From an optimization exercise on the open Yosys and OpenROAD flow, aimed at small area, a short achievable clock period and few clock cycles per item; shortcuts taken in it are not production practice.
At most, simulation tests tie the RTL to the original design; equivalence was not proved.
No functional check of the RTL was part of runs 2 and 3.

$ cat flow/config.mk
export PLATFORM = sky130hd
export DESIGN_NAME = idct_8x8
export DESIGN_NICKNAME = idct_8x8
export VERILOG_FILES = /design/flow/design.v
export SDC_FILE = /design/flow/constraint.sdc
export NUM_CORES = 4
export LEC_CHECK = 0
export CAP_MARGIN = 20
export CORE_MARGIN = 2
export CORE_UTILIZATION = 40
export SLEW_MARGIN = 20
$ cat flow/constraint.sdc
create_clock -name core_clock -period 12.0 [get_ports {clk}]
set_input_delay 2.4000 -clock core_clock [delete_from_list [all_inputs] [get_ports {clk}]]
set_output_delay 2.4000 -clock core_clock [all_outputs]
set_load 0.01 [all_outputs]
$ cat flow/design.v
module idct_8x8 #(
    parameter int DATA_W      = 16,
    parameter int COEF_FRAC   = 14,
    parameter int LEVEL_SHIFT = 0
) (
    input  logic              clk,
    input  logic              rst_n,
    input  logic              in_valid,
    output logic              in_ready,
    input  logic [DATA_W-1:0] in_data,
    output logic              out_valid,
    input  logic              out_ready,
    output logic [7:0]        out_data,
    output logic              busy,
    output logic              block_done
);
    function automatic logic [5:0] tr6(input logic [5:0] a);
        tr6 = {a[2:0], a[5:3]};
    endfunction
    function automatic logic [7:0] tr8(input logic [7:0] a);
        tr8 = {a[7:6], a[2:0], a[5:3]};
    endfunction
    logic [15:0] r_fh, r_ft;
    logic        r_fhv, r_ftv;
    logic        w_in_hs, w_f_pop;
    logic [2:0]  r_ru_k;
    assign in_ready = ~r_ftv;
    assign w_in_hs  = in_valid & ~r_ftv;
    always_ff @(posedge clk) begin
        if (w_f_pop ? (r_ftv || w_in_hs) : (w_in_hs && !r_fhv))
            r_fh <= r_ftv ? r_ft : in_data;
        if (w_in_hs && (r_ftv || (r_fhv && !w_f_pop)))
            r_ft <= in_data;
    end
    always_ff @(posedge clk or negedge rst_n) begin
        if (!rst_n) begin
            r_fhv  <= 1'b0;
            r_ftv  <= 1'b0;
            r_ru_k <= 3'd0;
        end else begin
            if (w_f_pop) r_ru_k <= r_ru_k + 3'd1;
            r_fhv <= r_ftv || w_in_hs || (r_fhv && !w_f_pop);
            r_ftv <= (r_ftv && !w_f_pop) || (w_in_hs && ((r_fhv && !w_f_pop) || r_ftv));
        end
    end
    logic         w_ru_done;
    logic [127:0] w_ru_res;
    logic         w_ru_ok7;
    assign w_f_pop = r_fhv && (r_ru_k != 3'd7 || w_ru_ok7);
    idct_mac8 u_ru (
        .clk(clk), .rst_n(rst_n),
        .in_v(w_f_pop), .in_x(r_fh), .in_k(r_ru_k),
        .done(w_ru_done), .res(w_ru_res)
    );
    localparam int PH_BW = 12;            
    localparam int PH_BR = PH_BW + 50;    
    localparam int PH_PW = PH_BR + 12;    
    localparam int PH_PR = PH_PW + 50;    
    function automatic int stg(input int base, input int d);
        stg = (base + 7 * (d - 7) + 128) % 64;
    endfunction
    logic [5:0] r_ph;
    logic [15:0] sr [8];
    logic [3:0]  sr_cnt;
    logic [7:0]  r_wb, r_rb;
    logic        w_b_wr, w_b_rd;
    logic [7:0]  w_bfill;
    logic [3:0]  w_b_wd, w_b_rdd;
    logic [15:0] bring [64];
    logic [7:0]  w_brow;
    assign w_brow   = r_wb + {4'd0, sr_cnt};
    assign w_b_wr   = (sr_cnt != 4'd0);
    assign w_bfill  = w_brow - r_rb;
    assign w_ru_ok7 = (r_ph - w_brow[5:0] == 6'(PH_BW - 4)) && (w_bfill <= 8'd56);
    assign w_b_wd   = r_wb[6] ? 4'd7 + {1'b0, r_wb[5:3]} - {1'b0, r_wb[2:0]} : 4'd7;
    always_ff @(posedge clk) begin
        if (w_ru_done) begin
            for (int i = 0; i < 8; i++) sr[i] <= w_ru_res[16*i +: 16];
        end else begin
            for (int i = 0; i < 7; i++) sr[i] <= sr[i+1];
        end
        for (int q = 0; q < 64; q++) bring[q] <= bring[(q + 63) % 64];
        for (int d = 0; d < 15; d++)
            if (w_b_wr && w_b_wd == 4'(d)) bring[stg(PH_BW + 1, d)] <= sr[0];
    end
    always_ff @(posedge clk or negedge rst_n) begin
        if (!rst_n) begin
            sr_cnt <= 4'd0;
            r_wb   <= 8'd0;
        end else begin
            if (w_ru_done) sr_cnt <= 4'd8;
            else if (w_b_wr) sr_cnt <= sr_cnt - 4'd1;
            if (w_b_wr) r_wb <= r_wb + 8'd1;
        end
    end
    logic        r_cv;
    logic [15:0] r_cx, w_bq;
    logic [2:0]  r_ck;
    logic [7:0]  w_bd;
    logic        w_b_avail;
    logic        w_cu_ok7;
    assign w_bd      = r_wb - tr8(r_rb);
    assign w_b_avail = (w_bd != 8'd0) && !w_bd[7] && (r_ph - r_rb[5:0] == 6'(PH_BR));
    assign w_b_rd    = w_b_avail && (r_rb[2:0] != 3'd7 || w_cu_ok7);
    assign w_b_rdd   = r_rb[6] ? 4'd7 : 4'd7 + {1'b0, r_rb[5:3]} - {1'b0, r_rb[2:0]};
    always_comb begin
        w_bq = bring[stg(PH_BR, 7)];
        for (int d = 0; d < 15; d++)
            if (w_b_rdd == 4'(d)) w_bq = bring[stg(PH_BR, d)];
    end
    always_ff @(posedge clk) begin
        r_cx <= w_bq;
        r_ck <= r_rb[2:0];
    end
    always_ff @(posedge clk or negedge rst_n) begin
        if (!rst_n) begin
            r_cv <= 1'b0;
            r_rb <= 8'd0;
        end else begin
            r_cv <= w_b_rd;
            if (w_b_rd) r_rb <= r_rb + 8'd1;
        end
    end
    logic         w_cu_done;
    logic [127:0] w_cu_res;
    idct_mac8 #(.PIX(1'b1)) u_cu (
        .clk(clk), .rst_n(rst_n),
        .in_v(r_cv), .in_x(r_cx), .in_k(r_ck),
        .done(w_cu_done), .res(w_cu_res)
    );
    logic [7:0] ps [8];
    logic [3:0] ps_cnt;
    logic [7:0] r_wp, r_rp;
    logic       w_p_wr, w_p_rd;
    logic [7:0] w_pfill;
    logic [3:0] w_p_wd, w_p_rdd;
    logic [7:0] pring [64];
    assign w_p_wr   = (ps_cnt != 4'd0);
    assign w_pfill  = r_wp - r_rp + {4'd0, ps_cnt};
    assign w_cu_ok7 = (w_pfill <= 8'd56);
    assign w_p_wd   = r_wp[6] ? 4'd7 + {1'b0, r_wp[5:3]} - {1'b0, r_wp[2:0]} : 4'd7;
    always_ff @(posedge clk) begin
        if (w_cu_done) begin
            for (int i = 0; i < 8; i++) ps[i] <= w_cu_res[16*i +: 8];
        end else begin
            for (int i = 0; i < 7; i++) ps[i] <= ps[i+1];
        end
        for (int q = 0; q < 64; q++) pring[q] <= pring[(q + 63) % 64];
        for (int d = 0; d < 15; d++)
            if (w_p_wr && w_p_wd == 4'(d)) pring[stg(PH_PW + 1, d)] <= ps[0];
    end
    always_ff @(posedge clk or negedge rst_n) begin
        if (!rst_n) begin
            ps_cnt <= 4'd0;
            r_wp   <= 8'd0;
        end else begin
            if (w_cu_done) ps_cnt <= 4'd8;
            else if (w_p_wr) ps_cnt <= ps_cnt - 4'd1;
            if (w_p_wr) r_wp <= r_wp + 8'd1;
        end
    end
    logic       r_ov, r_olast;
    logic [7:0] r_od, w_pq;
    logic [7:0] w_pd;
    logic       w_p_avail;
    logic       w_out_hs;
    assign w_pd      = r_wp - tr8(r_rp);
    assign w_p_avail = (w_pd != 8'd0) && !w_pd[7] && (r_ph - r_rp[5:0] == 6'(PH_PR));
    assign w_out_hs  = r_ov && out_ready;
    assign w_p_rd    = w_p_avail && (!r_ov || out_ready);
    assign w_p_rdd   = r_rp[6] ? 4'd7 : 4'd7 + {1'b0, r_rp[5:3]} - {1'b0, r_rp[2:0]};
    always_comb begin
        w_pq = pring[stg(PH_PR, 7)];
        for (int d = 0; d < 15; d++)
            if (w_p_rdd == 4'(d)) w_pq = pring[stg(PH_PR, d)];
    end
    always_ff @(posedge clk) begin
        if (w_p_rd)
            r_od <= w_pq;
    end
    always_ff @(posedge clk or negedge rst_n) begin
        if (!rst_n) begin
            r_ov    <= 1'b0;
            r_olast <= 1'b0;
            r_rp    <= 8'd0;
        end else begin
            if (w_p_rd) begin
                r_ov    <= 1'b1;
                r_olast <= (r_rp[5:0] == 6'd63);
                r_rp    <= r_rp + 8'd1;
            end else if (out_ready) begin
                r_ov <= 1'b0;
            end
        end
    end
    assign out_valid  = r_ov;
    assign out_data   = r_od;
    assign block_done = w_out_hs && r_olast;
    logic [9:0] r_pend;
    logic [9:0] w_pend_nx;
    logic       r_busy;
    assign w_pend_nx = r_pend + {9'd0, w_in_hs} - {9'd0, w_out_hs};
    always_ff @(posedge clk or negedge rst_n) begin
        if (!rst_n) begin
            r_pend <= 10'd0;
            r_busy <= 1'b0;
            r_ph   <= 6'd0;
        end else begin
            r_pend <= w_pend_nx;
            r_ph   <= (w_in_hs && r_pend == 10'd0) ? 6'd1 : r_ph + 6'd1;
            r_busy <= (w_pend_nx != 10'd0);
        end
    end
    assign busy = r_busy;
endmodule
module idct_mac8 #(
    parameter bit PIX = 1'b0
) (
    input  logic               clk,
    input  logic               rst_n,
    input  logic               in_v,
    input  logic signed [15:0] in_x,
    input  logic [2:0]         in_k,
    output logic               done,
    output logic [127:0]       res
);
    function automatic logic [2:0] route(input logic [2:0] k, input logic [1:0] j);
        case ({k, j})
            5'd0:  route = {1'b0, 2'd0};
            5'd1:  route = {1'b0, 2'd0};
            5'd2:  route = {1'b0, 2'd0};
            5'd3:  route = {1'b0, 2'd0};
            5'd4:  route = {1'b0, 2'd0};
            5'd5:  route = {1'b0, 2'd1};
            5'd6:  route = {1'b0, 2'd2};
            5'd7:  route = {1'b0, 2'd3};
            5'd8:  route = {1'b0, 2'd0};
            5'd9:  route = {1'b0, 2'd1};
            5'd10: route = {1'b1, 2'd1};
            5'd11: route = {1'b1, 2'd0};
            5'd12: route = {1'b0, 2'd1};
            5'd13: route = {1'b1, 2'd3};
            5'd14: route = {1'b1, 2'd0};
            5'd15: route = {1'b1, 2'd2};
            5'd16: route = {1'b0, 2'd0};
            5'd17: route = {1'b1, 2'd0};
            5'd18: route = {1'b1, 2'd0};
            5'd19: route = {1'b0, 2'd0};
            5'd20: route = {1'b0, 2'd2};
            5'd21: route = {1'b1, 2'd0};
            5'd22: route = {1'b0, 2'd3};
            5'd23: route = {1'b0, 2'd1};
            5'd24: route = {1'b0, 2'd1};
            5'd25: route = {1'b1, 2'd0};
            5'd26: route = {1'b0, 2'd0};
            5'd27: route = {1'b1, 2'd1};
            5'd28: route = {1'b0, 2'd3};
            5'd29: route = {1'b1, 2'd2};
            5'd30: route = {1'b0, 2'd1};
            5'd31: route = {1'b1, 2'd0};
            default: route = 3'd0;
        endcase
    endfunction
function automatic logic [15:0] rnd(input logic [31:0] s);
        if (s[31:29] == 3'b000 || s[31:29] == 3'b111)
            rnd = s[29:14];
        else if (s[31])
            rnd = 16'h8000;
        else
            rnd = 16'h7fff;
    endfunction
    function automatic logic [15:0] rpix(input logic [31:0] s);
        if (s[31])
            rpix = 16'd0;
        else if (s[30:29] != 2'b00)
            rpix = 16'd128;
        else
            rpix = {8'd0, s[29:22]};
    endfunction
    logic               r_av;
    logic [2:0]         r_ak;
    logic signed [15:0] r_x;
    logic signed [18:0] r_m7;
    logic signed [19:0] r_m15;
    logic signed [21:0] r_m63;
    always_ff @(posedge clk or negedge rst_n) begin
        if (!rst_n) r_av <= 1'b0;
        else        r_av <= in_v;
    end
    always_ff @(posedge clk) begin
        r_ak  <= in_k;
        r_x   <= in_x;
        r_m7  <= (19'(in_x) <<< 3) - 19'(in_x);
        r_m15 <= (20'(in_x) <<< 4) - 20'(in_x);
        r_m63 <= (22'(in_x) <<< 6) - 22'(in_x);
    end
    logic signed [28:0] xs, m7, m15, m63;
    logic signed [28:0] a1, a2, a3, b1, b2, b4;
    logic               odd, k2;
    logic signed [28:0] w_lane [4];
    assign xs  = 29'(r_x);
    assign m7  = 29'(r_m7);
    assign m15 = 29'(r_m15);
    assign m63 = 29'(r_m63);
    assign odd = r_ak[0];
    assign k2  = r_ak[1];
    assign a1 = odd ? (m63 <<< 7) : (k2 ? (m15 <<< 9) : (m15 <<< 8));
    assign a2 = odd ? ~(m7 <<< 1) : (k2 ? ~(m7 <<< 4) : (m63 <<< 5));
    assign a3 = odd ? ~m15 : (k2 ? 29'sd0 : ~m63);
    assign b1 = odd ? (m7 <<< 10) : (m7 <<< 9);
    assign b2 = odd ? m63 : ~xs;
    assign b4 = odd ? (m7 <<< 2) : 29'sd0;
    assign w_lane[0] = a1 + a2 + a3 + 29'({1'b0, odd} + 2'd1);
    assign w_lane[1] = b1 + b2 - (m7 <<< 6) + b4 + 29'({1'b0, !odd});
    assign w_lane[2] = (xs <<< 12) + m7 + (m7 <<< 6);
    assign w_lane[3] = (xs <<< 11) - (xs <<< 1) - (m7 <<< 6);
    logic               r_first, r_odd, r_last, r_done;
    logic signed [28:0] r_q [4];
    logic [3:0]         r_qn;
    logic [31:0]        w_sum [8];
    logic [31:0]        w_sa [8], w_sb [8];
    logic               w_sc [8];
    for (genvar n = 0; n < 8; n++) begin : g_add
        idct_bk32 u_add (.a(w_sa[n]), .b(w_sb[n]), .cin(w_sc[n]), .s(w_sum[n]));
    end
    logic [31:0]        r_acc [8];
    assign done = r_done;
    always_ff @(posedge clk or negedge rst_n) begin
        if (!rst_n) begin
            r_first <= 1'b0;
            r_last  <= 1'b0;
            r_done  <= 1'b0;
        end else begin
            r_first <= r_av && r_ak == 3'd0;
            r_last  <= r_av && r_ak == 3'd7;
            r_done  <= r_last;
        end
    end
    always_ff @(posedge clk) begin
        r_odd <= r_ak[0];
        for (int j = 0; j < 4; j++) begin
            logic [2:0] rt;
            rt = route(r_ak, 2'(j));
            r_q[j]  <= r_av ? w_lane[rt[1:0]] : 29'sd0;
            r_qn[j] <= r_av && rt[2];
        end
    end
    always_comb begin
        for (int n = 0; n < 8; n++) begin
            logic [31:0] base;
            logic [31:0] p;
            logic        neg;
            base = r_first ? (PIX ? 32'd2105344 : 32'd8192) : r_acc[n];
            p    = 32'(r_q[n < 4 ? n : 7 - n]);
            neg  = r_qn[n < 4 ? n : 7 - n] ^ (n >= 4 && r_odd);
            w_sa[n] = base;
            w_sb[n] = p ^ {32{neg}};
            w_sc[n] = neg;
            res[16*n +: 16] = PIX ? rpix(r_acc[n]) : rnd(r_acc[n]);
        end
    end
    always_ff @(posedge clk) begin
        for (int n = 0; n < 8; n++) r_acc[n] <= w_sum[n];
    end
endmodule
module idct_bk32 (
    input  logic [31:0] a,
    input  logic [31:0] b,
    input  logic        cin,
    output logic [31:0] s
);
    logic [31:0] g0, p0;
    logic [31:0] gg, pp;
    assign g0 = a & b;
    assign p0 = a ^ b;
    always_comb begin
        gg = {g0[31:1], g0[0] | (p0[0] & cin)};
        pp = p0;
        for (int l = 1; l < 32; l = l * 2)
            for (int i = 2 * l - 1; i < 32; i = i + 2 * l) begin
                gg[i] = gg[i] | (pp[i] & gg[i-l]);
                pp[i] = pp[i] & pp[i-l];
            end
        for (int l = 8; l >= 1; l = l / 2)
            for (int i = 3 * l - 1; i < 32; i = i + 2 * l) begin
                gg[i] = gg[i] | (pp[i] & gg[i-l]);
                pp[i] = pp[i] & pp[i-l];
            end
    end
    assign s = p0 ^ {gg[30:0], cin};
endmodule
$ cat flow/flow/run.sh
#!/bin/bash
# Standard ORFS layout at the design's clock and constraints; the timing
# repair after CTS and after global routing is asked to keep extra setup
# slack so that the achieved period shrinks. Tool output goes to flow.log.
set -euo pipefail
bash standard.sh SETUP_SLACK_MARGIN=6.5 finish > flow.log 2>&1
$ cat flow/standard.sh
#!/bin/bash
# synth_recipe.tcl (not shown) runs the flow's synth.tcl, then flattens the netlist and writes it again
# the make line also repeats each setting of config.mk as NAME=value (left out here)
make -C /OpenROAD-flow-scripts/flow DESIGN_CONFIG=/design/flow/config.mk WORK_HOME=/design/flow/orfs CLKGATE_MAP_FILE= SYNTH_SCRIPT=/design/flow/synth_recipe.tcl "${@:-finish}"
==> run summary, run 1 <==
status finished clean; DRT iter0 DRCs 7230; Slew @ Worst Pin 1220 ps; die area between 300000 and 400000 sq um; Synth Cell Area 129000 sq um; flops & latches, synth roughly 2800; antenna violations before repair 10; Yosys warnings 34; fin nets 14000; max_cap viols 0; worst-case clock buffer depth 4; DIE WIDTH 571 um; Hold Crit Class reg2reg; DR vias about 90000; fin crit period 5330 ps; first-pass GRT wire length 519 mm; die height 571 um; Vias/cell 5.19; IO buf count 31; net count after synthesis 14100; RePlAce Congestion 0.931; post-synthesis cell count approximately 13000; clock-pin slew on the worst setup and hold paths around 60 ps; Slew Limit Fails 0; Synth cell types 100; final wirelength 338 mm; Top FF cell, synth dfxtp_1; Setup WS pre-CTS 5990 ps; worst path arrival time 6100 ps; htree depth 5; clock sinks 2756; vias in the first global route 87300; RSZ-0062 raised after global routing false; most common cell after layout, fill and taps aside dfxtp_1; Layout Area Growth over Synthesis 12.2%; Final setup viols 0; largest net degree at the start of global routing between 100 and 150; most frequent cells in the layout dfxtp_1, inv_1, ha_1; Slowest-stage cell, CP dfxtp_4; I/O pin cnt 32; GRT overflow 0; CP Cell Sequence clkinv_2 > buf_16 > nand2_1 > o21ai_0 > fa_1 > fa_1 > inv_1 > ha_1 > and3_1 > nand2_1 > nor4_1 > nand3_1 > a31oi_4 > o21a_1 > o211ai_1 > a22oi_1 > nor2_1 > nor3_1; kind of critical path reg2reg; Post-DP HPWL ~240 mm; syn avg cell area 10.1 sq um; drt wl/cell between 15 and 20 um; CP max stage delay 520 ps; cts hold-fix bufs 0; Initial Util 40.2%; Highest Clock Rate 188 MHz; Critical Path RT 12770 ps; final setup margin approximately 6700 ps; worst-skew pair later-pin latency 910 ps; core box area 321000 sq um; Root Buffer clkbuf_16; total track usage 20.3%; Slew Limit Headroom 18.3%; CP endpoint kind flop; final hold vios 0; Antenna Nets Post-Route 0; Setup crit start kind flop; fillers 30400; Final TNS setup 0 ps; R2R Setup Slk 6670 ps; Async SR Flop Fraction 2.65%; DRC errors left 0; Seq/Total Area, Yosys 43.6%; Post-synth EDFFs 64; post-route clock period utilization 44.4%; CTS tree built; Final Skew 86.8 ps; peak fanout along the critical path between 60 and 70; first drt pass iteration count 6; cts bufs inserted 291; FP Rows 208; share of layout cells above drive strength 1 10.2%
## flip-flops by register name (all words and copies together), names as in the netlist, 64 cells and up
| signal | flops |
|---|---|
| pring | 512 |
| u_ru.r_q | 116 |
| u_cu.r_acc | 256 |
| bring | 1024 |
| sr | 128 |
| ps | 64 |
| u_cu.r_q | 116 |
| u_ru.r_acc | 256 |
## cell type report
| cell class | count | area (sq um) | share of cell area (%) |
|---|---|---|---|
| clock buffer | 395 | 8250 | 5.71 |
| multi-input combinational | 8414 | 67000 | 46.4 |
| timing repair buffer | 169 | 1580 | 1.10 |
| clock inverter | 135 | 1970 | 1.36 |
| antenna | 5 | 12.5 | 0.00866 |
| inverter | 1065 | 4010 | 2.77 |
| sequential | 2756 | 56200 | 38.9 |
| tap | 4305 | 5390 | 3.73 |
## per-stage QoR
stage	hold WS (ps)	cell area (sq um)	utilization [%]	instances
2_1_floorplan	310	129000	-	12700
3_3_place_gp	310	134000	41.7	16700
3_5_place_dp	312	134000	41.7	16700
4_1_cts	259	144000	44.9	17200
5_1_grt	247	144000	45.1	17200
6_report	265	144000	45.1	17200
## synthesized netlist by cell type, drive strengths merged (61+ instances only)
cell / count / share of area, %
ha: 890 / 8.6
clkbuf: 408 / 1.2
o21ai: 539 / 2.1
nor3: 163 / 0.64
buf: 83 / 0.26
dfrtp: 73 / 1.4
o221ai: 87 / 0.59
nand2b: 334 / 1.6
inv: 1061 / 3.1
o211ai: 73 / 0.43
nor2b: 328 / 1.6
xor2: 448 / 3.0
nand3: 109 / 0.42
xnor2: 554 / 3.8
dfxtp: 2619 / 41
fa: 442 / 6.9
o21bai: 66 / 0.38
edfxtp: 64 / 1.5
o21a: 148 / 0.86
mux2i: 89 / 0.69
mux2: 501 / 4.4
a21oi: 851 / 3.3
nand2: 610 / 1.8
a31oi: 65 / 0.32
o22ai: 78 / 0.38
a211oi: 122 / 0.72
a221oi: 65 / 0.45
a22o: 61 / 0.41
nor2: 785 / 2.3
a21o: 225 / 1.3
## kinds of logic after synthesis
group,share of synthesized area (%)
compound gates,14.2
flops,43.6
simple gates,10.2
buf+inv,4.55
fa+ha+maj,15.5
xor+xnor,6.81
mux,5.07
## path summary, 6_finish.rpt
| path | from | depth (start not counted) | to |
|---|---|---|---|
| worst max-delay path | u_cu.r_ak[0] | 18 | u_cu.r_q[0][28] |
| worst min-delay path | bring[45][7] | 0 | bring[46][7] |
| worst max register to register | u_cu.r_ak[0] | 18 | u_cu.r_q[0][28] |
| worst min register to register | bring[45][7] | 0 | bring[46][7] |
| max in group asynchronous | rst_n | 2 | u_ru.r_done |
| min in group asynchronous | rst_n | 1 | r_pend[4] |
## layer usage
metal | track usage [%] | part of all wire, % | vias to the layer above
met5 | 0 | 0.0068 | -
met4 | 7.64 | 4.0 | 4
met3 | 2.97 | 6.4 | 710
met2 | 31.2 | 43 | 2849
met1 | 28.6 | 47 | 42400
li1 | - | - | 43500
## what timing repair did
action                     4_1_cts  5_1_grt
pin swaps                        0        3
gates cloned                     0        4
resized for setup               14       46
hold endpoints to repair         0        0
setup endpoints to repair       62       93
buffers inserted                 2        6
## worst max-delay path: cells and delay by family (launching register included)
| kind | cells | cell delay (ps) |
|---|---|---|
| adders and majority gates | 3 | 1450 |
| and+or+nand+nor | 7 | 1540 |
| buffers and inverters | 3 | 510 |
| AOI/OAI and AO/OA | 5 | 1200 |
| DFF | 1 | 520 |
Testbench counts, summed over its fixed seeds: cycles 5,096, items 64.
==> run 2: changes to the inputs <==
--- a/flow/design.v
+++ b/flow/design.v
@@ -189,13 +189,14 @@
                 r_olast <= (r_rp[5:0] == 6'd63);
                 r_rp    <= r_rp + 8'd1;
             end else if (out_ready) begin
-                r_ov <= 1'b0;
+                r_ov    <= 1'b0;
+                r_olast <= 1'b0;
             end
         end
     end
     assign out_valid  = r_ov;
     assign out_data   = r_od;
-    assign block_done = w_out_hs && r_olast;
+    assign block_done = out_ready && r_olast;
     logic [9:0] r_pend;
     logic [9:0] w_pend_nx;
     logic       r_busy;
@@ -287,12 +288,20 @@
         if (!rst_n) r_av <= 1'b0;
         else        r_av <= in_v;
     end
+    logic [18:0] w_m7;
+    logic [19:0] w_m15;
+    logic [21:0] w_m63;
+    logic [21:0] w_xe;
+    assign w_xe = {{6{in_x[15]}}, in_x};
+    idct_bka #(.W(19)) u_m7  (.a({w_xe[15:0], 3'd0}), .b(~w_xe[18:0]), .cin(1'b1), .s(w_m7));
+    idct_bka #(.W(20)) u_m15 (.a({w_xe[15:0], 4'd0}), .b(~w_xe[19:0]), .cin(1'b1), .s(w_m15));
+    idct_bka #(.W(22)) u_m63 (.a({w_xe[15:0], 6'd0}), .b(~w_xe[21:0]), .cin(1'b1), .s(w_m63));
     always_ff @(posedge clk) begin
         r_ak  <= in_k;
         r_x   <= in_x;
-        r_m7  <= (19'(in_x) <<< 3) - 19'(in_x);
-        r_m15 <= (20'(in_x) <<< 4) - 20'(in_x);
-        r_m63 <= (22'(in_x) <<< 6) - 22'(in_x);
+        r_m7  <= w_m7;
+        r_m15 <= w_m15;
+        r_m63 <= w_m63;
     end
     logic signed [28:0] xs, m7, m15, m63;
     logic signed [28:0] a1, a2, a3, b1, b2, b4;
@@ -321,7 +330,7 @@
     logic [31:0]        w_sa [8], w_sb [8];
     logic               w_sc [8];
     for (genvar n = 0; n < 8; n++) begin : g_add
-        idct_bk32 u_add (.a(w_sa[n]), .b(w_sb[n]), .cin(w_sc[n]), .s(w_sum[n]));
+        idct_bka #(.W(32)) u_add (.a(w_sa[n]), .b(w_sb[n]), .cin(w_sc[n]), .s(w_sum[n]));
     end
     logic [31:0]        r_acc [8];
     assign done = r_done;
@@ -363,29 +372,33 @@
         for (int n = 0; n < 8; n++) r_acc[n] <= w_sum[n];
     end
 endmodule
-module idct_bk32 (
-    input  logic [31:0] a,
-    input  logic [31:0] b,
-    input  logic        cin,
-    output logic [31:0] s
+module idct_bka #(
+    parameter int W = 32
+) (
+    input  logic [W-1:0] a,
+    input  logic [W-1:0] b,
+    input  logic         cin,
+    output logic [W-1:0] s
 );
-    logic [31:0] g0, p0;
-    logic [31:0] gg, pp;
+    localparam int TOP = 1 << ($clog2(W) - 1);    
+    logic [W-1:0] g0, p0;
+    logic [W-1:0] gg, pp;
     assign g0 = a & b;
     assign p0 = a ^ b;
     always_comb begin
-        gg = {g0[31:1], g0[0] | (p0[0] & cin)};
+        gg = g0;
+        gg[0] = g0[0] | (p0[0] & cin);
         pp = p0;
-        for (int l = 1; l < 32; l = l * 2)
-            for (int i = 2 * l - 1; i < 32; i = i + 2 * l) begin
+        for (int l = 1; l < W; l = l * 2)
+            for (int i = 2 * l - 1; i < W; i = i + 2 * l) begin
                 gg[i] = gg[i] | (pp[i] & gg[i-l]);
                 pp[i] = pp[i] & pp[i-l];
             end
-        for (int l = 8; l >= 1; l = l / 2)
-            for (int i = 3 * l - 1; i < 32; i = i + 2 * l) begin
+        for (int l = TOP / 2; l >= 1; l = l / 2)
+            for (int i = 3 * l - 1; i < W; i = i + 2 * l) begin
                 gg[i] = gg[i] | (pp[i] & gg[i-l]);
                 pp[i] = pp[i] & pp[i-l];
             end
     end
-    assign s = p0 ^ {gg[30:0], cin};
+    assign s = p0 ^ {gg[W-2:0], cin};
 endmodule
==> flow/flow/run.sh (replaced) <==
#!/bin/bash
# Standard ORFS layout at the design's clock and constraints; the timing
# repair after CTS and after global routing is asked to keep extra setup
# slack so that the achieved period shrinks. Tool output goes to flow.log.
set -euo pipefail
bash standard.sh SETUP_SLACK_MARGIN=6.8 finish > flow.log 2>&1
--- a/flow/config.mk
+++ b/flow/config.mk
@@ -7,5 +7,7 @@
 export LEC_CHECK = 0
 export CAP_MARGIN = 20
 export CORE_MARGIN = 2
-export CORE_UTILIZATION = 40
+export CORE_UTILIZATION = 55
+export CTS_CLUSTER_DIAMETER = 100
+export CTS_CLUSTER_SIZE = 20
 export SLEW_MARGIN = 20
==> run summary, run 2 <==
status finished clean; Root Buffer clkbuf_16; drt wl/cell 22.8 um (+16%); final hold vios 0 (unchanged); final wirelength 352 mm (+3.9%); share of layout cells above drive strength 1 8.75% (-1.4 points); Cell Area, Placed 131000 sq um (-2.1%); syn avg cell area 10.3 sq um (+1.4%); multi-input combinational cell area 66200 sq um (-1.2%); M2 GR Usage 49.1% (+18 points); fin crit period 5170 ps (-156 ps); die area 236000 sq um (-28%); share of the synthesized area in the top cell type 41.1% (+0.37 points); clock sinks 2756 (unchanged); Highest Clock Rate 193 MHz (+3.0%); Reg with most FFs bring; total track usage 29.3% (+9.0 points); Yosys warnings 37 (+8.8%); Post-DP HPWL 263 mm (+8.1%); Antenna Nets Post-Route 0 (unchanged); commonest cells in the netlist dfxtp_1, inv_1, ha_1; cts hold-fix bufs 0 (unchanged); GR peak layer met2; Synth area leader dfxtp_1; FP Rows 176 (-15%); Hold WS 286 ps (+21.3 ps); first-pass GRT wire length 536 mm (+3.4%); Final setup viols 0 (unchanged); flops & latches, synth 2756 (unchanged); post-route design area 137000 sq um (-5.0%); DRC errors left 0 (unchanged); Initial Util 55.4% (+15 points); Area contributors post-synth dfxtp_1, ha_1, fa_1, mux2_2, xnor2_1; post-synthesis cell count 12400 (-2.3%); fin nets 13700 (-2.3%); worst-skew pair later-pin latency 870 ps (-40 ps); routing usage on met1 37.7% (+9.1 points); RePlAce Congestion 0.968 (+4.0%); Post-synth EDFFs 64 (unchanged); Slew Limit Headroom 21.9% (+3.5 points); Synth cell types 97 (-3.0%); Top FF cell, synth dfxtp_1; vias in the first global route 89700 (+2.7%); most common cell after layout, fill and taps aside dfxtp_1; post-route clock period utilization 43.1% (-1.3 points); RSZ-0062 raised after global routing true; GRT overflow 0 (unchanged); Slew Limit Fails 0 (unchanged); met3 Use GR 3.92% (+0.94 points); top flop regs bring (1024), pring (512); worst path arrival time 2770 ps (-3330 ps); Async SR Flop Fraction 2.65% (unchanged); net count after synthesis 13800 (-1.7%); core box area 230000 sq um (-28%); worst-case clock buffer depth 3 (-1); peak fanout along the critical path 3 (-95%); most common cell in the synthesized netlist dfxtp_1; htree depth 4 (-1); clock-pin slew on the worst setup and hold paths 80 ps (+20 ps); kind of critical path in2out; largest net degree at the start of global routing 81 (-45%); cts bufs inserted 161 (-45%); Hold Crit Class reg2reg; I/O pin cnt 32 (unchanged); Slew @ Worst Pin 1160 ps (-61.7 ps); Synth Cell Area 128000 sq um (-0.91%); Reg area 56200 sq um (unchanged); max_cap viols 0 (unchanged); Final TNS setup 0 ps (unchanged); Critical Path RT 9600 ps (-3170 ps); DRT iter0 DRCs 6608 (-8.6%); Vias/cell 5.71 (+10%); Setup crit start kind input pin; Layout Area Growth over Synthesis 7.55%; Final Skew 88.9 ps (+2.10 ps); Seq/Total Area, Yosys 44.0% (+0.40 points); DR vias 88100 (-1.6%); fillers 19600 (-35%); Largest register FFs 1024 (unchanged); die height 486 um (-15%); antenna violations before repair 11 (+1); DIE WIDTH 486 um (-15%); most frequent cells in the layout dfxtp_1, inv_1, ha_1; CTS tree built; CP endpoint kind output port; first drt pass iteration count 6 (unchanged); IO buf count 31 (unchanged)
## run 2: cell count changes after synthesis, sizes merged, moves of 22 or more
cell,previous run,this run
a211oi,122,66
a22oi,44,21
fa,442,488
inv,1061,1103
mux2i,89,127
nand2,610,557
nor2,785,716
nor3,163,125
o21a,148,126
o21ai,539,497
o22ai,78,117
## run 2: worst max-delay path, cell delays in order
cell	delay, ps
buf_2	110
and2_1	120
buf_2	140
## run 2: per-stage QoR
step / instances / utilization, % / worst slack (ps)
2_1_floorplan: 12400 / - / 6820
3_3_place_gp: 15100 / 56.9 / 5670
3_5_place_dp: 15100 / 56.9 / 5610
4_1_cts: 15400 / 59.3 / 6760
5_1_grt: 15400 / 59.6 / 6710
6_report: 15400 / 59.6 / 6830
## run 2: layout make-up
type                       instances  area share (%)
multi-input combinational       8099            48.2
sequential                      2756            41.0
clock buffer                     200            3.06
inverter                        1105            3.04
tap                             3026            2.76
timing repair buffer             199            1.47
clock inverter                    30           0.468
antenna                            5         0.00912
## run 2: logic make-up after synthesis
family | synth area share [%]
flip-flops | 44.0
AO/OA/AOI/OAI | 12.9
AND/OR/NAND/NOR | 9.75
buffers and inverters | 4.65
adder cells (fa/ha/maj) | 16.4
XOR/XNOR | 6.83
multiplexers | 5.40
## run 2: path summary, 6_finish.rpt
| kind | cells past startpoint | from | slack, ps | to |
|---|---|---|---|---|
| min in group asynchronous | 1 | rst_n | 1570 | r_pend[1] |
| worst max register to register | 17 | u_cu.r_ak[1] | 6950 | u_cu.r_q[1][28] |
| worst min-delay path | 0 | bring[43][6] | 290 | bring[44][6] |
| worst max-delay path | 3 | out_ready | 6830 | block_done |
| worst min register to register | 0 | bring[43][6] | 290 | bring[44][6] |
| max in group asynchronous | 2 | rst_n | 9180 | u_cu.r_av |
## run 2: routing by layer
metal / vias to the layer above / share of wire (%) / routed length, um
li1: 41800 / - / -
met1: 43100 / 43 / 151000
met2: 2524 / 47 / 166000
met3: 737 / 5.1 / 18000
met4: 4 / 4.9 / 17200
met5: - / 0.0071 / 25
## run 2: timing repair
item                                    in CTS  in global routing
gates cloned                                 2                  4
pin swaps                                    4                 15
buffers inserted                            17                 25
resized for setup                           91                 94
endpoints found under the setup margin     241                140
==> run 3: changes to the inputs <==
==> flow/flow/run.sh (replaced) <==
#!/bin/bash
# Standard ORFS layout at the design's clock and constraints; the timing
# repair after CTS and after global routing is asked to keep extra setup
# slack so that the achieved period shrinks. Tool output goes to flow.log.
set -euo pipefail
bash standard.sh SETUP_SLACK_MARGIN=7.0 finish > flow.log 2>&1
--- a/flow/config.mk
+++ b/flow/config.mk
@@ -7,7 +7,7 @@
 export LEC_CHECK = 0
 export CAP_MARGIN = 20
 export CORE_MARGIN = 2
-export CORE_UTILIZATION = 55
+export CORE_UTILIZATION = 60
 export CTS_CLUSTER_DIAMETER = 100
 export CTS_CLUSTER_SIZE = 20
 export SLEW_MARGIN = 20
==> run summary, run 3 <==
status finished clean; Critical Path RT 9600 ps (about the same); fillers 16700 (-15%); final wirelength 346 mm (-1.4%); clock-pin slew on the worst setup and hold paths 70 ps (about the same); Crit path top cell by count buf_6; kind of critical path in2out; worst-skew pair later-pin latency 880 ps (about the same); FP Rows 169 (-4.0%); Synth area leader dfxtp_1; die area 216000 sq um (-8.3%); CP max stage delay 130 ps (about the same); Final TNS setup 0 ps (unchanged); Slowest-stage cell, CP and2_4; Final Skew 71.5 ps (-17.4 ps); Slew Limit Headroom 18.8% (-3.1 points); Synth Cell Area 128000 sq um (unchanged); R2R Setup Slk 7090 ps (+140 ps); DRC errors left 0 (unchanged); Hold Crit Class reg2reg; antenna violations before repair 19 (+8); max_cap viols 0 (unchanged); Final setup viols 0 (unchanged); Yosys warnings 37 (unchanged); I/O pin cnt 32 (unchanged); final hold vios 0 (unchanged); share of layout cells above drive strength 1 9.37% (+0.62 points); most common cell in the synthesized netlist dfxtp_1; met3 Use GR 4.46% (+0.55 points); Vias/cell 5.84 (+2.2%); Worst R2R Path Depth 21 (+4); Largest register FFs 1024 (unchanged); hold path cells 0 (unchanged); post-route clock period utilization 42.8% (-0.33 points); clock sinks 2756 (unchanged); fin crit period 5130 ps (-39.1 ps); first-pass GRT wire length 531 mm (-0.93%); cts hold-fix bufs 0 (unchanged); top flop regs bring (1024), pring (512); RSZ-0062 raised after global routing true; Setup crit start kind input pin; CP startpoint out_ready; Layout Area Growth over Synthesis 7.98%; Synth cell types 97 (unchanged); RePlAce Congestion 0.982 (+1.5%); total track usage 31.5% (+2.2 points); drt wl/cell 22.8 um (-0.18%); DRT iter0 DRCs 7228 (+9.4%); Reg with most FFs bring; Async SR Flop Fraction 2.65% (unchanged); Post-Route Utilization 65.1% (+5.5 points); largest net degree at the start of global routing 86 (+6.2%); Highest Clock Rate 195 MHz (+0.76%); fin nets 13700 (+0.051%); Post-DP HPWL 258 mm (-1.9%); cts bufs inserted 161 (unchanged); r2r startpoint u_cu.r_ak[0]; DR vias 88900 (+0.88%); htree depth 4 (unchanged); Slew Limit Fails 0 (unchanged); Slew @ Worst Pin 1200 ps (+36.0 ps); Crit Reg-Reg Endpoint u_cu.r_q[1][27]; Antenna Nets Post-Route 0 (unchanged); syn avg cell area 10.3 sq um (unchanged); final setup margin 6870 ps (+39.1 ps); most common cell after layout, fill and taps aside dfxtp_1; Seq/Total Area, Yosys 44.0% (unchanged); vias in the first global route 90900 (+1.3%); Initial Util 60.3% (+4.9 points); peak fanout along the critical path 2 (-1); share of the synthesized area in the top cell type 41.1% (unchanged); Top FF cell, synth dfxtp_1; Area contributors post-synth dfxtp_1, ha_1, fa_1, mux2_2, xnor2_1; most frequent cells in the layout dfxtp_1, inv_1, ha_1; commonest cells in the netlist dfxtp_1, inv_1, ha_1; flops & latches, synth 2756 (unchanged); die height 465 um (-4.2%); CP Cell Sequence buf_6 > and2_4 > buf_6; CP endpoint kind output port; CP Capture Point block_done; routing usage on met1 39.5% (+1.8 points); Post-synth EDFFs 64 (unchanged); CTS tree built; Setup WS pre-CTS 5360 ps (-245 ps); first drt pass iteration count 9 (+3); worst-case clock buffer depth 3 (unchanged); Root Buffer clkbuf_16; core box area 212000 sq um (-8.1%); M2 GR Usage 53.1% (+4.0 points); IO buf count 31 (unchanged); DIE WIDTH 465 um (-4.2%); GRT overflow 0 (unchanged); post-synthesis cell count 12400 (unchanged); worst path arrival time 2730 ps (-40 ps); net count after synthesis 13800 (unchanged); GR peak layer met2
run 3: cell types whose count changed in the layout (fill, tap and decap cells not counted), sizes merged:
| cell | change |
|---|---|
| inv | -4 |
| buf | -3 |
| bufbuf | +5 |
| clkbuf | +8 |
| clkinv | +5 |
| bufinv | -1 |
run 3: cell families (layout without fill, tap and decap cells):
kind of cell,after synthesis,count (layout),synth area share [%]
muxes,626,626,5.40
buffers and inverters,1578,1544,4.65
adders and majority gates,1382,1382,16.4
and+or+nand+nor,2524,2524,9.75
AOI/OAI and AO/OA,2572,2572,12.9
xor gates and xnor gates,995,995,6.83
DFF,2756,2756,44.0
other,0,5,0
run 3: per-stage QoR:
stage / hold slack [ps] / std cells / cell area (sq um)
floorplan: 310 / 12400 / 128000
global placement: 310 / 14900 / 131000
detailed placement: 312 / 14900 / 131000
CTS: 270 / 15200 / 137000
global route: 278 / 15200 / 138000
finish: 270 / 15200 / 138000
run 3: area by class of cell:
type                       instances  area, sq um  share of cell area, %
timing repair buffer             205         2320                   1.69
clock inverter                    29          631                  0.458
clock buffer                     204         4200                   3.05
multi-input combinational       8099        66700                   48.4
inverter                        1105         4170                   3.03
timing repair inverter             1         8.76                0.00636
tap                             2821         3530                   2.56
sequential                      2756        56300                   40.8
antenna                            5         12.5                0.00908
run 3: per-layer routing:
metal | part of all wire (%) | vias to the layer above
met5 | 0.020 | -
met4 | 5.9 | 10
met3 | 5.6 | 942
met2 | 47 | 2979
met1 | 41 | 43200
li1 | - | 41800
run 3: worst max-delay path: cells and delay by family:
family,cells,cell delay [ps]
simple gates,1,130
buf+inv,2,200
run 3: how the worst min path moves through the flow:
stage | slack [ps] | start | end
after floorplan | 310 | bring[63][0] | bring[0][0]
after global placement | 310 | pring[4][5] | pring[5][5]
after detailed placement | 310 | bring[56][1] | bring[57][1]
after CTS | 270 | pring[56][6] | pring[57][6]
after global routing | 280 | pring[56][6] | pring[57][6]
final | 270 | pring[56][6] | pring[57][6]
run 3: repair_timing:
item / CTS / global route
setup endpoints to repair: 333 / 153
setup buffers: 28 / 23
gates resized for setup: 166 / 153
pin swaps: 13 / 29
gates cloned: 7 / 8
==> run 4: changes to the inputs <==
--- a/flow/design.v
+++ b/flow/design.v
@@ -380,7 +380,11 @@
     input  logic         cin,
     output logic [W-1:0] s
 );
-    localparam int TOP = 1 << ($clog2(W) - 1);    
+    function automatic int top_span(input int w);
+        top_span = 1;
+        while (2 * top_span < w) top_span = 2 * top_span;
+    endfunction
+    localparam int TOP = top_span(W);    
     logic [W-1:0] g0, p0;
     logic [W-1:0] gg, pp;
     assign g0 = a & b;
==> flow/flow/run.sh (replaced) <==
#!/bin/bash
# Standard ORFS layout at the design's clock and constraints; the timing
# repair after CTS and after global routing is asked to keep extra setup
# slack so that the achieved period shrinks. Tool output goes to flow.log.
set -euo pipefail
bash standard.sh SETUP_SLACK_MARGIN=6.8 finish > flow.log 2>&1
--- a/flow/config.mk
+++ b/flow/config.mk
@@ -7,7 +7,7 @@
 export LEC_CHECK = 0
 export CAP_MARGIN = 20
 export CORE_MARGIN = 2
-export CORE_UTILIZATION = 60
+export CORE_UTILIZATION = 55
 export CTS_CLUSTER_DIAMETER = 100
 export CTS_CLUSTER_SIZE = 20
 export SLEW_MARGIN = 20
==> run summary, run 4 <==
status finished clean; worst path arrival time 2770 ps (+40 ps); Top FF cell, synth dfxtp_1; Hold Crit Class reg2reg; Setup crit start kind input pin; Antenna Nets Post-Route 0 (unchanged); Area contributors post-synth dfxtp_1, ha_1, fa_1, mux2_2, xnor2_1; Slew Limit Fails 0 (unchanged); Largest register FFs 1024 (unchanged); syn avg cell area 10.3 sq um (unchanged); antenna violations before repair 11 (-8); share of layout cells above drive strength 1 8.75% (-0.62 points); largest net degree at the start of global routing 81 (-5.8%); DR vias 88100 (-0.87%); first-pass GRT wire length 536 mm (+0.94%); cts bufs inserted 161 (unchanged); most frequent cells in the layout dfxtp_1, inv_1, ha_1; final hold vios 0 (unchanged); first drt pass iteration count 6 (-3); Reg with most FFs bring; Yosys warnings 37 (unchanged); worst-skew pair later-pin latency 870 ps (about the same); Async SR Flop Fraction 2.65% (unchanged); Highest Clock Rate 193 MHz (-0.76%); core box area 230000 sq um (+8.8%); Slew Limit Headroom 21.9% (+3.1 points); GRT overflow 0 (unchanged); I/O pin cnt 32 (unchanged); total track usage 29.3% (-2.2 points); peak fanout along the critical path 3 (+1); final setup margin 6830 ps (-39.1 ps); Post-synth EDFFs 64 (unchanged); top flop regs bring (1024), pring (512); vias in the first global route 89700 (-1.3%); Synth Cell Area 128000 sq um (unchanged); CP Cell Sequence buf_2 > and2_1 > buf_2; Final TNS setup 0 ps (unchanged); clock-pin slew on the worst setup and hold paths 80 ps (about the same); CP max stage delay 140 ps (about the same); fin crit period 5170 ps (+39.1 ps); die height 486 um (+4.4%); RePlAce Congestion 0.968 (-1.4%); Layout Area Growth over Synthesis 7.55%; Synth area leader dfxtp_1; Final Skew 88.9 ps (+17.4 ps); kind of critical path in2out; max_cap viols 0 (unchanged); FP Rows 176 (+4.1%); Vias/cell 5.71 (-2.1%); drt wl/cell 22.8 um (+0.18%); Seq/Total Area, Yosys 44.0% (unchanged); post-synthesis cell count 12400 (unchanged); Slew @ Worst Pin 1160 ps (-36.0 ps); DRC errors left 0 (unchanged); Post-DP HPWL 263 mm (+2.0%); Crit path top cell by count buf_2; die area 236000 sq um (+9.0%); DIE WIDTH 486 um (+4.4%); Critical Path RT 9600 ps (about the same); share of the synthesized area in the top cell type 41.1% (unchanged); Root Buffer clkbuf_16; CTS tree built; worst-case clock buffer depth 3 (unchanged); IO buf count 31 (unchanged); final wirelength 352 mm (+1.5%); DRT iter0 DRCs 6608 (-8.6%); Setup WS pre-CTS 5610 ps (+245 ps); Slowest-stage cell, CP buf_2; Initial Util 55.4% (-4.9 points); flops & latches, synth 2756 (unchanged); most common cell in the synthesized netlist dfxtp_1; CP endpoint kind output port; post-route clock period utilization 43.1% (+0.33 points); RSZ-0062 raised after global routing true; Final setup viols 0 (unchanged); clock sinks 2756 (unchanged); Synth cell types 97 (unchanged); fin nets 13700 (-0.051%); net count after synthesis 13800 (unchanged); most common cell after layout, fill and taps aside dfxtp_1; commonest cells in the netlist dfxtp_1, inv_1, ha_1; htree depth 4 (unchanged)
run 4: stage by stage:
| step | hold WS [ps] | area [sq um] | cells | util [%] |
|---|---|---|---|---|
| after floorplan | 310 | 128000 | 12400 | - |
| after global placement | 310 | 131000 | 15100 | 56.9 |
| after detailed placement | 312 | 131000 | 15100 | 56.9 |
| after CTS | 286 | 136000 | 15400 | 59.3 |
| after global routing | 299 | 137000 | 15400 | 59.6 |
| final | 286 | 137000 | 15400 | 59.6 |
run 4: logic make-up after synthesis:
| family | count (synthesis) | share of synthesized area [%] |
|---|---|---|
| buf+inv | 1578 | 4.65 |
| flops | 2756 | 44.0 |
| simple gates | 2524 | 9.75 |
| xor+xnor | 995 | 6.83 |
| fa+ha+maj | 1382 | 16.4 |
| compound gates | 2572 | 12.9 |
| mux | 626 | 5.40 |
run 4: cell type report:
| class | count | area [sq um] |
|---|---|---|
| Inverter | 1105 | 4170 |
| Timing Repair Buffer | 199 | 2010 |
| Fill cell | 19600 | 93100 |
| Sequential cell | 2756 | 56200 |
| Multi-Input combinational cell | 8099 | 66200 |
| Clock inverter | 30 | 642 |
| Tap cell | 3026 | 3790 |
| Antenna cell | 5 | 12.5 |
| Clock buffer | 200 | 4200 |
run 4: what timing repair did:
action	in CTS	in global routing
gates cloned	2	4
resized for setup	91	94
pin swaps	4	15
endpoints found under the setup margin	241	140
hold buffers	0	0
buffers inserted	17	25
run 4: worst paths after layout:
check | start | slack (ps) | to | cells after the start
worst max-delay path | out_ready | 6830 | block_done | 3
worst min-delay path | bring[43][6] | 290 | bring[44][6] | 0
worst max register to register | u_cu.r_ak[1] | 6950 | u_cu.r_q[1][28] | 17
worst min register to register | bring[43][6] | 290 | bring[44][6] | 0
max in group asynchronous | rst_n | 9180 | u_cu.r_av | 2
min in group asynchronous | rst_n | 1570 | r_pend[1] | 1
run 4: worst max-delay path, delay by kind of cell:
kind | cells | cell delay [ps]
buffers and inverters | 2 | 250
and+or+nand+nor | 1 | 120
run 4: metal layers:
layer	global-route usage, %	vias to the layer above	part of all wire [%]
li1	-	41800	-
met1	37.7	43100	43
met2	49.1	2524	47
met3	3.92	737	5.1
met4	13.0	4	4.9
met5	0	-	0.0071
Testbench counts of run 4, summed over its fixed seeds: cycles 5,096, items 64.
==> run 5: changes to the inputs <==
--- a/flow/config.mk
+++ b/flow/config.mk
@@ -7,7 +7,7 @@
 export LEC_CHECK = 0
 export CAP_MARGIN = 20
 export CORE_MARGIN = 2
-export CORE_UTILIZATION = 55
-export CTS_CLUSTER_DIAMETER = 100
-export CTS_CLUSTER_SIZE = 20
+export CORE_UTILIZATION = 65
+export CTS_CLUSTER_DIAMETER = 110
+export CTS_CLUSTER_SIZE = 22
 export SLEW_MARGIN = 20
==> run summary, run 5 <==
Slew Limit Headroom 4.90% (-17 points); flops & latches, synth 2756 (unchanged); Final Skew 82.7 ps (-6.21 ps); kind of critical path in2out; XOR/XNOR Fraction of Synth Area 6.83% (unchanged); vias in the first global route 91400 (+1.9%); Highest Clock Rate 193 MHz (about the same); commonest cells in the netlist dfxtp_1, inv_1, ha_1; Synth Area in Simple Gates 9.75% (unchanged); RePlAce Congestion 0.988 (+2.1%); cts bufs inserted 144 (-11%); Synth area leader dfxtp_1; max_cap viols 0 (unchanged); share of the synthesized area in the top cell type 41.1% (unchanged); DR vias 90000 (+2.1%); Root Buffer clkbuf_16; Final setup viols 0 (unchanged); Critical Path RT 9600 ps (about the same); die area 200000 sq um (-15%); Post-synth EDFFs 64 (unchanged); largest net degree at the start of global routing 90 (+11%); I/O pin cnt 32 (unchanged); mux cell area share after synthesis 5.40% (unchanged); peak fanout along the critical path 3 (unchanged); Slew Limit Fails 0 (unchanged); fin crit period 5170 ps (+4.22 ps); worst path arrival time 2770 ps (about the same); drt wl/cell 23.4 um (+2.5%); Reg with most FFs bring; fillers 14400 (-27%); Setup WS pre-CTS 4950 ps (-656 ps); Synth Cell Area 128000 sq um (unchanged); most common cell after layout, fill and taps aside dfxtp_1; post-route clock period utilization 43.1% (about the same); status finished clean; antenna violations before repair 16 (+5); Final TNS setup 0 ps (unchanged); Vias/cell 6.01 (+5.2%); Initial Util 65.4% (+10 points); share of layout cells above drive strength 1 8.27% (-0.48 points); Top FF cell, synth dfxtp_1; most common cell in the synthesized netlist dfxtp_1; worst-case clock buffer depth 3 (unchanged); Hold WS 298 ps (+12.1 ps); Async SR Flop Fraction 2.65% (unchanged); Compound-Gate Fraction of Synth Area 12.9% (unchanged); die height 447 um (-7.9%); final hold vios 0 (unchanged); CP endpoint kind output port; core box area 195000 sq um (-15%); htree depth 4 (unchanged); Slew @ Worst Pin 1430 ps (+263 ps); CTS tree built; RSZ-0062 raised after global routing false; most frequent cells in the layout dfxtp_1, inv_1, ha_1; post-synthesis cell count 12400 (unchanged); GRT overflow 0 (unchanged); fin nets 13700 (-0.28%); syn avg cell area 10.3 sq um (unchanged); Synth cell types 97 (unchanged); clock-pin slew on the worst setup and hold paths 90 ps (about the same); IO buf count 31 (unchanged); largest family of logic cells by synthesized area adder cells; Setup crit start kind input pin; FP Rows 162 (-8.0%); final wirelength 350 mm (-0.51%); Largest register FFs 1024 (unchanged); top flop regs bring (1024), pring (512); net count after synthesis 13800 (unchanged); DRT iter0 DRCs 8110 (+23%); Layout Area Growth over Synthesis 6.51%; Antenna Nets Post-Route 0 (unchanged); Post-Synth Adder-Cell Area 16.4% (unchanged); Yosys warnings 37 (unchanged); worst-skew pair later-pin latency 890 ps (+20 ps); DIE WIDTH 447 um (-7.9%); total track usage 34.5% (+5.2 points); Area contributors post-synth dfxtp_1, ha_1, fa_1, mux2_2, xnor2_1; Post-DP HPWL 255 mm (-3.1%); Hold Crit Class reg2reg; clock sinks 2756 (unchanged); Seq/Total Area, Yosys 44.0% (unchanged); first drt pass iteration count 10 (+4); first-pass GRT wire length 534 mm (-0.38%); DRC errors left 0 (unchanged); final setup margin 6830 ps (-4.22 ps)
run 5: metal layers:
| layer | vias up | part of all wire (%) | GRT usage (%) |
|---|---|---|---|
| li1 | 41700 | - | - |
| met1 | 43700 | 40 | 42.9 |
| met2 | 3552 | 47 | 58.2 |
| met3 | 1064 | 6.6 | 5.50 |
| met4 | 10 | 5.9 | 17.3 |
| met5 | - | 0.026 | 0 |
run 5: critical path, cell delays in order:
cell	delay, ps
buf_2	110
and2_4	150
buf_6	110
run 5: metrics by stage:
| stage | utilization, % | cells | cell area (sq um) |
|---|---|---|---|
| global route | 69.7 | 15000 | 136000 |
| floorplan | - | 12400 | 128000 |
| finish | 69.7 | 15000 | 136000 |
| detailed placement | 66.9 | 14700 | 130000 |
| CTS | 69.4 | 14900 | 135000 |
| global placement | 66.9 | 14700 | 130000 |
run 5: timing repair:
| item | 4_1_cts | 5_1_grt |
|---|---|---|
| setup buffers | 22 | 17 |
| gates cloned | 3 | 1 |
| endpoints found under the setup margin | 245 | 119 |
| gates resized for setup | 78 | 76 |
| hold endpoints to repair | 0 | 0 |
| hold buffers | 0 | 0 |
| pin swaps | 3 | 10 |
run 5: final timing paths:
kind	cells after the start	startpoint	end	slack, ps
worst max register to register	18	u_ru.r_ak[1]	u_ru.r_q[0][27]	6830
worst min-delay path	0	bring[42][11]	bring[43][11]	300
worst min register to register	0	bring[42][11]	bring[43][11]	300
max in group asynchronous	2	rst_n	u_ru.r_first	9320
min in group asynchronous	1	rst_n	r_rp[2]	1510
worst max-delay path	3	out_ready	block_done	6830
run 5: logic make-up after synthesis:
logic type | Yosys count
flip-flops | 2756
AO/OA/AOI/OAI | 2572
AND/OR/NAND/NOR | 2524
buffers and inverters | 1578
adder cells (fa/ha/maj) | 1382
XOR/XNOR | 995
multiplexers | 626
run 5: cell type report:
type	instances	area (sq um)	area share, %
Antenna cell	8	20.0	0.0147
Clock buffer	177	3730	2.74
Clock inverter	20	463	0.341
Inverter	1105	4190	3.08
Multi-Input combinational cell	8099	66100	48.6
Sequential cell	2756	56200	41.4
Tap cell	2624	3280	2.42
Timing Repair Buffer	177	1890	1.39
==> run 6: changes to the inputs <==
--- a/flow/design.v
+++ b/flow/design.v
@@ -54,7 +54,7 @@
     );
     localparam int PH_BW = 12;            
     localparam int PH_BR = PH_BW + 50;    
-    localparam int PH_PW = PH_BR + 12;    
+    localparam int PH_PW = PH_BR + 11;    
     localparam int PH_PR = PH_PW + 50;    
     function automatic int stg(input int base, input int d);
         stg = (base + 7 * (d - 7) + 128) % 64;
@@ -93,9 +93,7 @@
             if (w_b_wr) r_wb <= r_wb + 8'd1;
         end
     end
-    logic        r_cv;
-    logic [15:0] r_cx, w_bq;
-    logic [2:0]  r_ck;
+    logic [15:0] w_bq;
     logic [7:0]  w_bd;
     logic        w_b_avail;
     logic        w_cu_ok7;
@@ -108,16 +106,10 @@
         for (int d = 0; d < 15; d++)
             if (w_b_rdd == 4'(d)) w_bq = bring[stg(PH_BR, d)];
     end
-    always_ff @(posedge clk) begin
-        r_cx <= w_bq;
-        r_ck <= r_rb[2:0];
-    end
     always_ff @(posedge clk or negedge rst_n) begin
         if (!rst_n) begin
-            r_cv <= 1'b0;
             r_rb <= 8'd0;
         end else begin
-            r_cv <= w_b_rd;
             if (w_b_rd) r_rb <= r_rb + 8'd1;
         end
     end
@@ -125,7 +117,7 @@
     logic [127:0] w_cu_res;
     idct_mac8 #(.PIX(1'b1)) u_cu (
         .clk(clk), .rst_n(rst_n),
-        .in_v(r_cv), .in_x(r_cx), .in_k(r_ck),
+        .in_v(w_b_rd), .in_x(w_bq), .in_k(r_rb[2:0]),
         .done(w_cu_done), .res(w_cu_res)
     );
     logic [7:0] ps [8];
--- a/flow/config.mk
+++ b/flow/config.mk
@@ -7,7 +7,7 @@
 export LEC_CHECK = 0
 export CAP_MARGIN = 20
 export CORE_MARGIN = 2
-export CORE_UTILIZATION = 65
-export CTS_CLUSTER_DIAMETER = 110
-export CTS_CLUSTER_SIZE = 22
+export CORE_UTILIZATION = 55
+export CTS_CLUSTER_DIAMETER = 100
+export CTS_CLUSTER_SIZE = 20
 export SLEW_MARGIN = 20
==> run summary, run 6 <==
kind of critical path reg2reg; Top FF cell, synth dfxtp_1; IO buf count 31 (unchanged); R2R Setup Slk 6270 ps (-560 ps); Vias/cell 5.76 (-4.1%); total track usage 29.8% (-4.7 points); GRT overflow 0 (unchanged); M2 GR Usage 47.5% (-11 points); GR peak layer met2; first-pass GRT wire length 542 mm (+1.5%); Yosys warnings 37 (unchanged); Final setup viols 0 (unchanged); critical path's top delay family compound AO/OA/AOI/OAI gates; Critical Path RT 12770 ps (+3170 ps); Largest register FFs 1024 (unchanged); Seq/Total Area, Yosys 43.8% (-0.26 points); Synth Cell Area 127000 sq um (-0.13%); post-synthesis cell count 12500 (+0.26%); Hold Crit Class reg2reg; FP Rows 176 (+8.6%); RSZ-0062 raised after global routing true; cts bufs inserted 160 (+11%); Highest Clock Rate 174 MHz (-9.7%); post-route clock period utilization 47.8% (+4.6 points); Setup crit start kind flop; final wirelength 358 mm (+2.5%); Slew Limit Fails 0 (unchanged); flops & latches, synth 2736 (-0.73%); Async SR Flop Fraction 2.63% (-0.017 points); Slowest-stage cell, CP fa_2; CP max stage delay 570 ps (+420 ps); met3 Use GR 4.31% (-1.2 points); r2r startpoint r_rb[3]; CP endpoint kind flop; first drt pass iteration count 9 (-1); largest net degree at the start of global routing 83 (-7.8%); Slew Limit Headroom 19.5% (+15 points); DR vias 89500 (-0.58%); Post-DP HPWL 263 mm (+3.2%); share of layout cells above drive strength 1 10.4% (+2.1 points); drt wl/cell 23.1 um (-1.2%); hold path cells 0 (unchanged); worst hold start bring[44][4]; core box area 230000 sq um (+18%); clock-pin slew on the worst setup and hold paths 90 ps (about the same); die area 236000 sq um (+18%); CP Depth 27 (+24); Initial Util 55.4% (-10 points); share of the synthesized area in the top cell type 40.8% (-0.24 points); worst path arrival time 6510 ps (+3740 ps); Antenna Nets Post-Route 0 (unchanged); Hold WS 286 ps (-12.5 ps); most frequent cells in the layout dfxtp_1, inv_1, ha_1; commonest cells in the netlist dfxtp_1, inv_1, ha_1; clock sinks 2736 (-0.73%); vias in the first global route 89300 (-2.3%); max_cap viols 0 (unchanged); Synth area leader dfxtp_1; worst-skew pair later-pin latency 870 ps (-20 ps); Worst R2R Path Depth 27 (+9); top flop regs bring (1024), pring (512); Final Skew 85.1 ps (+2.44 ps); RePlAce Congestion 0.965 (-2.4%); net count after synthesis 13900 (+0.23%); Post-synth EDFFs 64 (unchanged); peak fanout along the critical path 7 (+4); WHS Endpoint bring[45][4]; cts hold-fix bufs 0 (unchanged); DIE WIDTH 485 um (+8.6%); Slew @ Worst Pin 1200 ps (-223 ps); DRT iter0 DRCs 7312 (-9.8%); Reg with most FFs bring; Layout Area Growth over Synthesis 8.75%; DRC errors left 0 (unchanged); htree depth 4 (unchanged); Area contributors post-synth dfxtp_1, ha_1, fa_1, mux2_2, xnor2_1; Crit Reg-Reg Endpoint u_cu.r_m7[16]; syn avg cell area 10.2 sq um (-0.39%); worst-case clock buffer depth 3 (unchanged); Final TNS setup 0 ps (unchanged); fin nets 13800 (+1.0%); die height 485 um (+8.6%); CTS tree built; Root Buffer clkbuf_16; routing usage on met1 41.4% (-1.6 points); I/O pin cnt 32 (unchanged); status finished clean; most common cell in the synthesized netlist dfxtp_1; Synth cell types 99 (+2.1%); WP buf/inv 6 (+4); final hold vios 0 (unchanged); antenna violations before repair 23 (+7); fin crit period 5730 ps (+558 ps); most common cell after layout, fill and taps aside dfxtp_1; Crit path top cell by count buf_12
run 6: through the flow:
stage	worst slack (ps)	instances	cell area, sq um	util, %
after detailed placement	5310	15200	131000	56.9
after global placement	5310	15200	131000	56.9
final	6270	15500	139000	60.2
after global routing	6090	15500	139000	60.2
after floorplan	6510	12500	128000	-
after CTS	6280	15500	137000	59.6
run 6: kinds of logic after synthesis:
logic type / synth area share (%)
fa+ha+maj: 16.5
mux: 5.41
buf+inv: 4.85
xor+xnor: 6.91
simple gates: 9.41
flops: 43.8
compound gates: 13.2
run 6: worst max path at each step:
| stage | startpoint | end | slack [ps] |
|---|---|---|---|
| final | r_rb[3] | u_cu.r_m7[16] | 6270 |
| after global routing | r_rb[0] | u_cu.r_m63[20] | 6090 |
| after CTS | r_rb[3] | u_cu.r_m7[16] | 6280 |
| after detailed placement | r_rb[0] | u_cu.r_m63[20] | 5310 |
| after global placement | r_rb[0] | u_cu.r_m63[20] | 5310 |
| after floorplan | r_rb[0] | u_cu.r_m63[20] | 6510 |
run 6: metal layers:
metal / routed length [um] / share of wire [%] / up-vias
li1: - / - / 42000
met1: 161000 / 45 / 43800
met2: 162000 / 45 / 2875
met3: 21800 / 6.1 / 707
met4: 13400 / 3.7 / 12
met5: 74 / 0.021 / -
run 6: cell type report:
cell class | count | area, sq um
Multi-Input combinational cell | 8091 | 66900
Timing Repair Buffer | 276 | 2880
Fill cell | 19400 | 91500
Clock inverter | 29 | 582
Tap cell | 3026 | 3790
Clock buffer | 193 | 4180
Sequential cell | 2736 | 55800
Inverter | 1157 | 4380
Antenna cell | 15 | 37.5
run 6: worst register-to-register path, cell delays in order (launching register included):
cell and delay [ps]:
dfrtp_2 440, ha_4 170, fa_2 570, buf_12 140
or3b_4 400, a211oi_4 200, buf_6 140, buf_12 140
a211oi_4 50, a21oi_2 110, nor2_1 50, a21oi_1 120
o211ai_1 100, o2111ai_1 100, nand2_1 160, buf_4 170
a221o_2 410, buf_12 150, ha_4 230, o21ai_2 120
nand2b_1 90, nand2_1 90, o21bai_2 90, a41o_1 230
a221o_1 360, o41ai_4 290, fa_1 470, inv_1 60
run 6: repair_timing:
item,in CTS,in global routing
gates resized for setup,156,205
setup buffers,65,42
pin swaps,44,51
setup endpoints to repair,328,194
gates cloned,6,4
Testbench counts of run 6, summed over its fixed seeds: cycles 5,088, items 64.

==> separate check: timing with driven ports <==
The flow's constraints put no driver on any port. The routed layouts listed below were extracted and timed again, unchanged, in two steps.
Step 1: set_driving_cell puts a clkbuf_16 on clk and a buf_2 on each other input, an assumption about the parent block.
Step 2 adds t to the input delays and takes it off the output delays; t is the mean of the earliest and latest rising clock arrival at the registers after step 1. Input paths then give back, and output paths get back, about the clock's delay inside the block.
a / b / c = ideal / step 1 / step 2; a / b = the first two.
run | t (ns) | setup slack, ns | worst hold slack (ns) | pins driven straight from the clock port
run 1 | 0.963 | 6.674 / 6.674 / 6.313 | 0.265 / 0.265 / 0.265 | 1
run 2 | 0.917 | 6.830 / 6.810 / 6.156 | 0.286 / 0.286 / 0.286 | 1
run 3 | 0.932 | 6.869 / 6.839 / 6.239 | 0.270 / 0.270 / 0.270 | 1
run 4 | 0.917 | 6.830 / 6.810 / 6.156 | 0.286 / 0.286 / 0.286 | 1
run 5 | 0.942 | 6.826 / 6.807 / 6.106 | 0.298 / 0.298 / 0.298 | 1
run 6 | 0.928 | 6.268 / 6.268 / 6.077 | 0.286 / 0.286 / 0.286 | 1
After both steps setup and hold are still met in every run listed. The setup slack of run 5, which loses most, moves by -0.019 ns with the drivers and by -0.720 ns with both steps.
